From an optimization exercise on the open Yosys and OpenROAD flow, aimed at small area, a short achievable clock period and few clock cycles per item; shortcuts taken in it are not production practice.
In this exercise RTL edits were held to simulation tests only and were not proved equivalent to the original.
Power and IR drop assume default switching activity.

### design/flow/design.v
package alu_pkg;
  localparam int DATA_W = 32;
  localparam int CNT_W  = 6;
  localparam logic [3:0] OP_AND  = 4'd0;
  localparam logic [3:0] OP_OR   = 4'd1;
  localparam logic [3:0] OP_ADD  = 4'd2;
  localparam logic [3:0] OP_SUB  = 4'd3;
  localparam logic [3:0] OP_MUL  = 4'd4;
  localparam logic [3:0] OP_DIV  = 4'd5;
  localparam logic [3:0] OP_SHR  = 4'd6;
  localparam logic [3:0] OP_SHRA = 4'd7;
  localparam logic [3:0] OP_SHL  = 4'd8;
  localparam logic [3:0] OP_ROR  = 4'd9;
  localparam logic [3:0] OP_ROL  = 4'd10;
  localparam logic [3:0] OP_NEG  = 4'd11;
  localparam logic [3:0] OP_NOT  = 4'd12;
  typedef enum logic [1:0] {
    IDLE,
    ITER,
    FIX,
    DONE
  } state_t;
  typedef enum logic [1:0] {
    MD_IDLE,
    MD_ITER,
    MD_FIX
  } md_phase_t;
endpackage
import alu_pkg::*;
module alu_seq_muldiv (
  input  logic                clock,
  input  logic                clear,
  input  logic                start,
  input  logic                is_div,
  input  logic [DATA_W-1:0]   a,
  input  logic [DATA_W-1:0]   b,
  output logic                last,
  output logic                done,
  output logic [2*DATA_W-1:0] result,
  output logic                div_by_zero
);
  alu_pkg::md_phase_t phase, phase_n;
  logic [CNT_W-1:0]  cnt;
  logic [DATA_W:0]   acc, acc_n, m;
  logic [DATA_W-1:0] q, q_n;
  logic              q1, q1_n;
  logic              div_q, neg_a, neg_b, dz;
  logic [DATA_W-1:0] sa;
  logic [DATA_W-1:0] a_mag, b_mag;
  logic [DATA_W:0]   bsum, shifted;
  logic [DATA_W+1:0] diff;
  logic [DATA_W-1:0] quo, rem;
  assign a_mag = a[DATA_W-1] ? -a : a;
  assign b_mag = b[DATA_W-1] ? -b : b;
  always_comb begin
    acc_n   = acc;
    q_n     = q;
    q1_n    = q1;
    bsum    = acc;
    shifted = '0;
    diff    = '0;
    if (div_q) begin
      shifted = {acc[DATA_W-1:0], q[DATA_W-1]};
      diff    = {1'b0, shifted} - {1'b0, m};
      if (!diff[DATA_W+1]) begin
        acc_n = diff[DATA_W:0];
        q_n   = {q[DATA_W-2:0], 1'b1};
      end else begin
        acc_n = shifted;
        q_n   = {q[DATA_W-2:0], 1'b0};
      end
    end else begin
      case ({q[0], q1})
        2'b01:   bsum = acc + m;
        2'b10:   bsum = acc - m;
        default: bsum = acc;
      endcase
      acc_n = {bsum[DATA_W], bsum[DATA_W:1]};
      q_n   = {bsum[0], q[DATA_W-1:1]};
      q1_n  = q[0];
    end
  end
  always_comb begin
    quo = (neg_a ^ neg_b) ? -q : q;
    rem = neg_a ? -acc[DATA_W-1:0] : acc[DATA_W-1:0];
    if (!div_q)
      result = {acc[DATA_W-1:0], q};
    else if (dz)
      result = {sa, {DATA_W{1'b1}}};
    else
      result = {rem, quo};
  end
  always_comb begin
    phase_n = phase;
    case (phase)
      MD_IDLE: if (start) phase_n = MD_ITER;
      MD_ITER: if (last) phase_n = MD_FIX;
      MD_FIX:  phase_n = MD_IDLE;
      default: phase_n = MD_IDLE;
    endcase
  end
  always_ff @(posedge clock or negedge clear) begin
    if (!clear) phase <= MD_IDLE;
    else        phase <= phase_n;
  end
  always_ff @(posedge clock or negedge clear) begin
    if (!clear) begin
      cnt   <= '0;
      acc   <= '0;
      m     <= '0;
      q     <= '0;
      q1    <= 1'b0;
      div_q <= 1'b0;
      neg_a <= 1'b0;
      neg_b <= 1'b0;
      dz    <= 1'b0;
      sa    <= '0;
    end else begin
      case (phase)
        MD_IDLE: if (start) begin
          div_q <= is_div;
          sa    <= a;
          neg_a <= a[DATA_W-1];
          neg_b <= b[DATA_W-1];
          dz    <= (b == '0);
          cnt   <= '0;
          acc   <= '0;
          q1    <= 1'b0;
          if (is_div) begin
            q <= a_mag;
            m <= {1'b0, b_mag};
          end else begin
            q <= b;
            m <= {a[DATA_W-1], a};
          end
        end
        MD_ITER: begin
          acc <= acc_n;
          q   <= q_n;
          q1  <= q1_n;
          cnt <= cnt + 1'b1;
        end
        default: cnt <= '0;
      endcase
    end
  end
  assign last = (phase == MD_ITER) && (cnt == CNT_W'(DATA_W - 1));
  assign done = (phase == MD_FIX);
  assign div_by_zero = div_q && dz;
endmodule
import alu_pkg::*;
module alu_seq_responder (
  input  logic                clock,
  input  logic                clear,
  input  logic                in_valid,
  output logic                in_ready,
  input  logic [DATA_W-1:0]   a,
  input  logic [DATA_W-1:0]   b,
  input  logic [3:0]          op,
  output logic                out_valid,
  input  logic                out_ready,
  output logic [2*DATA_W-1:0] result,
  output logic                div_by_zero,
  output logic                illegal_op
);
  alu_pkg::state_t state, state_n;
  logic                accept, is_md;
  logic                md_last, md_done, md_dz;
  logic [2*DATA_W-1:0] md_result;
  logic [DATA_W-1:0]   simple;
  logic                bad;
  logic [4:0]          sh;
  logic [2*DATA_W-1:0] rot_r, rot_l;
  logic [2*DATA_W-1:0] result_q;
  logic                dz_q, ill_q;
  assign in_ready  = (state == IDLE);
  assign out_valid = (state == DONE);
  assign accept    = in_valid && in_ready;
  assign is_md     = (op == OP_MUL) || (op == OP_DIV);
  alu_seq_muldiv u_muldiv (
    .clock       (clock),
    .clear       (clear),
    .start       (accept && is_md),
    .is_div      (op == OP_DIV),
    .a           (a),
    .b           (b),
    .last        (md_last),
    .done        (md_done),
    .result      (md_result),
    .div_by_zero (md_dz)
  );
  always_comb begin
    simple = '0;
    bad    = 1'b0;
    sh     = b[4:0];
    rot_r  = {a, a} >> sh;
    rot_l  = {a, a} << sh;
    case (op)
      OP_AND:  simple = a & b;
      OP_OR:   simple = a | b;
      OP_ADD:  simple = a + b;
      OP_SUB:  simple = a - b;
      OP_SHR:  simple = a >> sh;
      OP_SHRA: simple = $signed(a) >>> sh;
      OP_SHL:  simple = a << sh;
      OP_ROR:  simple = rot_r[DATA_W-1:0];
      OP_ROL:  simple = rot_l[2*DATA_W-1:DATA_W];
      OP_NEG:  simple = -a;
      OP_NOT:  simple = ~a;
      OP_MUL,
      OP_DIV:  simple = '0;
      default: bad = 1'b1;
    endcase
  end
  always_comb begin
    state_n = state;
    case (state)
      IDLE: if (accept) state_n = is_md ? ITER : DONE;
      ITER: if (md_last) state_n = FIX;
      FIX:  if (md_done) state_n = DONE;
      DONE: if (out_ready) state_n = IDLE;
      default: state_n = IDLE;
    endcase
  end
  always_ff @(posedge clock or negedge clear) begin
    if (!clear) state <= IDLE;
    else        state <= state_n;
  end
  always_ff @(posedge clock or negedge clear) begin
    if (!clear) begin
      result_q <= '0;
      dz_q     <= 1'b0;
      ill_q    <= 1'b0;
    end else if (accept && !is_md) begin
      result_q <= {{DATA_W{1'b0}}, simple};
      dz_q     <= 1'b0;
      ill_q    <= bad;
    end else if (state == FIX && md_done) begin
      result_q <= md_result;
      dz_q     <= md_dz;
      ill_q    <= 1'b0;
    end
  end
  assign result      = result_q;
  assign div_by_zero = dz_q;
  assign illegal_op  = ill_q;
endmodule
### design/flow/run.sh
#!/bin/bash
# synth_recipe.tcl (not shown) runs the flow's synth.tcl, then flattens the netlist and writes it again
# the make line also repeats each setting of config.mk as NAME=value (left out here)
make -C /OpenROAD-flow-scripts/flow DESIGN_CONFIG=/design/flow/config.mk WORK_HOME=/design/flow/orfs CLKGATE_MAP_FILE= SYNTH_SCRIPT=/design/flow/synth_recipe.tcl finish
### design/flow/config.mk
export PLATFORM = sky130hd
export DESIGN_NAME = alu_seq_responder
export DESIGN_NICKNAME = alu_seq_responder
export VERILOG_FILES = /design/flow/design.v
export SDC_FILE = /design/flow/constraint.sdc
export NUM_CORES = 4
export LEC_CHECK = 0
export CAP_MARGIN = 20
export CORE_MARGIN = 2
export CORE_UTILIZATION = 40
export SLEW_MARGIN = 20
### design/flow/constraint.sdc
create_clock -name core_clock -period 6.0 [get_ports {clock}]
set_input_delay 1.2000 -clock core_clock [delete_from_list [all_inputs] [get_ports {clock}]]
set_output_delay 1.2000 -clock core_clock [all_outputs]
set_load 0.01 [all_outputs]
==> run summary <==
==> state kept, by name, indices dropped and copies added, names as in the netlist <==
name,cells
state,2
u_muldiv.m,33
u_muldiv.cnt,6
result_q,64
u_muldiv.q,32
u_muldiv.q1,1
u_muldiv.phase,2
u_muldiv.acc,33
dz_q,1
u_muldiv.div_q,1
ill_q,1
u_muldiv.sa,31
u_muldiv.neg_b,1
u_muldiv.dz,1
u_muldiv.neg_a,1
==> area by class of cell <==
type | instances | area [sq um]
Antenna cell | 1 | 2.50
Clock buffer | 36 | 759
Clock inverter | 14 | 148
Fill cell | 6656 | 34100
Inverter | 99 | 372
Multi-Input combinational cell | 2844 | 18800
Sequential cell | 210 | 5260
Tap cell | 846 | 1060
Timing Repair Buffer | 305 | 2620
==> worst max-delay path by stage <==
| stage | slack [ps] | from | endpoint |
|---|---|---|---|
| 6_report | 830 | b[5] | result_q[24]$_DFFE_PN0P_ |
| 2_1_floorplan | 340 | b[1] | result_q[29]$_DFFE_PN0P_ |
| 4_1_cts | 880 | b[5] | result_q[29]$_DFFE_PN0P_ |
| 5_1_grt | 450 | b[5] | result_q[29]$_DFFE_PN0P_ |
| 3_3_place_gp | 300 | b[5] | result_q[24]$_DFFE_PN0P_ |
| 3_5_place_dp | 270 | b[5] | result_q[29]$_DFFE_PN0P_ |
==> kinds of logic after synthesis <==
logic type	after synthesis	share of synthesized area, %
compound gates	1239	30.7
simple gates	1058	18.9
buf+inv	404	6.16
xor+xnor	245	8.41
flops	210	20.6
mux	185	9.48
fa+ha+maj	117	5.80
==> critical path, cell delays in order <==
cell and delay, ps:
clkdlybuf4s50_1 560, or3_1 520, or3_1 400, o31ai_1 250, xor2_1 200, ha_1 310, nand3_1 110, o211ai_1 140
or3_1 330, o221ai_1 280, a21oi_1 190, o21ai_1 350, nor3b_1 110, or4b_1 500, a21boi_0 130, o21ai_1 120
==> cells in the final DEF, fill, tap and decap left out, drive strengths merged, types with 33 or more instances in the layout <==
master	n
mux4	41
mux2i	101
xnor2	136
a31oi	49
o211ai	33
a21o	45
o21ai	287
inv	100
buf	174
a211oi	65
clkbuf	36
nor3	78
ha	112
a221oi	65
o22ai	53
nor2	341
xor2	109
mux2	43
o31ai	47
a21oi	389
clkdlybuf4s50	131
nand3	59
dfrtp	210
nand2b	33
nand2	375
==> routing by layer <==
metal / track usage [%] / up-vias
met2: 55.7 / 1636
met3: 4.50 / 376
met1: 46.1 / 13400
met4: 23.1 / 2
met5: 0 / -
li1: - / 12800
==> through the flow <==
step                setup WS, ps  instance area (sq um)  cells  utilization (%)
finish                       828                  29000   4355             45.9
global route                 449                  29000   4354             45.9
CTS                          882                  29000   4354             45.9
detailed placement           269                  28100   4304             44.5
global placement             303                  28100   4304             44.5
floorplan                    345                  25500   3458                -
==> power groups by stage <==
| stage | logic (mW) | clock network (mW) | registers [mW] |
|---|---|---|---|
| 2_1_floorplan | 4.28 | 0 | 2.27 |
| 3_3_place_gp | 5.97 | 0 | 2.60 |
| 3_5_place_dp | 5.97 | 0 | 2.59 |
| 4_1_cts | 6.01 | 1.72 | 2.57 |
| 5_1_grt | 6.66 | 1.78 | 2.65 |
| 6_report | 6.12 | 1.69 | 2.60 |
==> impl_results.md <==
* Worst Reg-to-Reg Cells at 17
* Via density per instance at 6.48
* Fin crit share at 86.2%
* CTS root buf: clkbuf_16
* Pwr Total at 10.4 mW
* RR Startpoint: u_muldiv.m[1]$_DFFE_PN0P_
* CP startpoint kind: primary input
* H-tree depth at 1
* Drt initial violations at 3,409
* Library cells used by synthesis at 93
* Grt ovf at 0
* CTS Hold Bufs at 0
* Net Count, Synth at 3,645
* Mean Syn Cell Area at 7.38 sq um
* First-pass GRT wire length at 178 mm
* DR WL met2 at 53.4 mm
* Clk pin slew, worst setup/hold paths at 70 ps
* NumNets Final at 3,674
* DR top layer: met5
* Setup CP Type: primary input to flop
* Worst-Skew Late Latency at 600 ps
* DRT met1 WL at 47.7 mm
* Worst hold start: u_muldiv.sa[28]$_DFFE_PN0P_
* Req. time, crit path at 6530 ps
* CTS tree: yes
* Final antenna-violating net count at 0
* Seq cells post-synth at 210
* Layout cells sized above 1 at 10.0%
* DR WL met3 at 10.7 mm
* All-layer global routing usage at 35.5%
* Pwr dens at 359 nW/um^2
* DRC violations left at 0
* Setup TNS at 0 ps
* Synth top area share at 20.6%
* Top cells by area, synth: dfrtp_1, a21oi_1, nand2_1
* CP Data Arrival Time at 5700 ps
* Slew Limit Fails at 0
* Worst vdd ir at 0.324 mV
* Status: complete, no violations
* Wire per inst at 27.8 um
* Row count at 92
* Vias at 28,200
* Max Clock Skew at 54.7 ps
* LEAKAGE at 12.1 nW
* Die span in x at 257 um
* Hold/Removal Path Class: flop to flop
* Top-count cell post-synth: a21oi_1
* Core Box Area at 63,100 sq um
* Syn Std Cell Area at 25,500 sq um
* Part of the power in combinational logic at 58.7%
* Drt pass-1 iters at 5
* Int Power at 5.34 mW
* NetSw at 5.07 mW
* Sw Ratio at 48.7%
* Cts bufs inserted at 27
* Fmax at 193 MHz
* Max cap viols at 0
* RePlAce Congestion at 1.08
* Initial core utilization at 40.5%
* Worst slew margin at 27.1%
* Area growth syn-to-layout at 13.6%
* Cell taking the most area after synthesis: dfrtp_1
* Endpoints failing setup at 0
* Hold endpoint: u_muldiv.sa[28]$_DFFE_PN0P_
* Largest net degree at the start of global routing at 89
* Hold slack final at 480 ps
* Post-CTS Setup Bufs at 0
* Port bufs at 139
* YS warnings at 2
* Seq pwr share at 25.0%
* Fin crit period at 5170 ps
* FF-to-FF End: u_muldiv.acc[20]$_DFFE_PN0P_
* RSZ-0062 raised after global routing: no
* Critical Path End Type: flop
* Synth top cells by count: a21oi_1, nand2_1, nor2_1, o21ai_0, clkbuf_1
* Boundary Pins at 140
* HPWL after DPL at 91.3 mm
* Post-CTS sizing at 0
* Power share of the clock group at 16.3%
* Slew at the pin closest to its max-slew limit at 1090 ps
* Post-Synthesis Cells at 3,458
* Initial antenna violation count at 2
* Vias in the first global route at 26,200
* Register area share after synthesis at 20.6%
* # clock sinks at 210
* Hold depth at 2
* Die ar. at 65,800 sq um
* R2R setup slack at 990 ps
* Count of final hold-check violations at 0
* Ys async rst share at 100%
* Die Span Y at 257 um
* Post-synth top flop: dfrtp_1
* Clock Tree Buf Depth at 3
* Post-synth EDFFs at 0
* Post-Route WL at 121 mm
* CP max FO at 6
Testbench counts, summed over its fixed seeds: cycles 46,099, items 3,200.

static timing again, ports no longer ideal:
The results above use ideal ports. As a check the final layout listed here was re-extracted and re-timed, cells and wires unchanged.
Step 1: set_driving_cell puts a clkbuf_16 on clock and a buf_2 on each other input, an assumption about the parent block.
Step 2, shift: input delay + t, output delay - t, t = (earliest + latest rising clock arrival at the registers) / 2. This alone moves slack from input paths to output paths.
Three values: no drivers, after step 1, after step 2; two values: the first two.
t (ns): 0.634
setup slack, ns: 0.828 / 0.852 / 0.218
worst setup path after step 2: input to register
clock arrival spread, ns: 0.058 / 0.058
After both steps setup and hold are still met in this run. For this run, drivers alone change the setup slack by +0.024 ns; drivers and shift together by -0.610 ns.
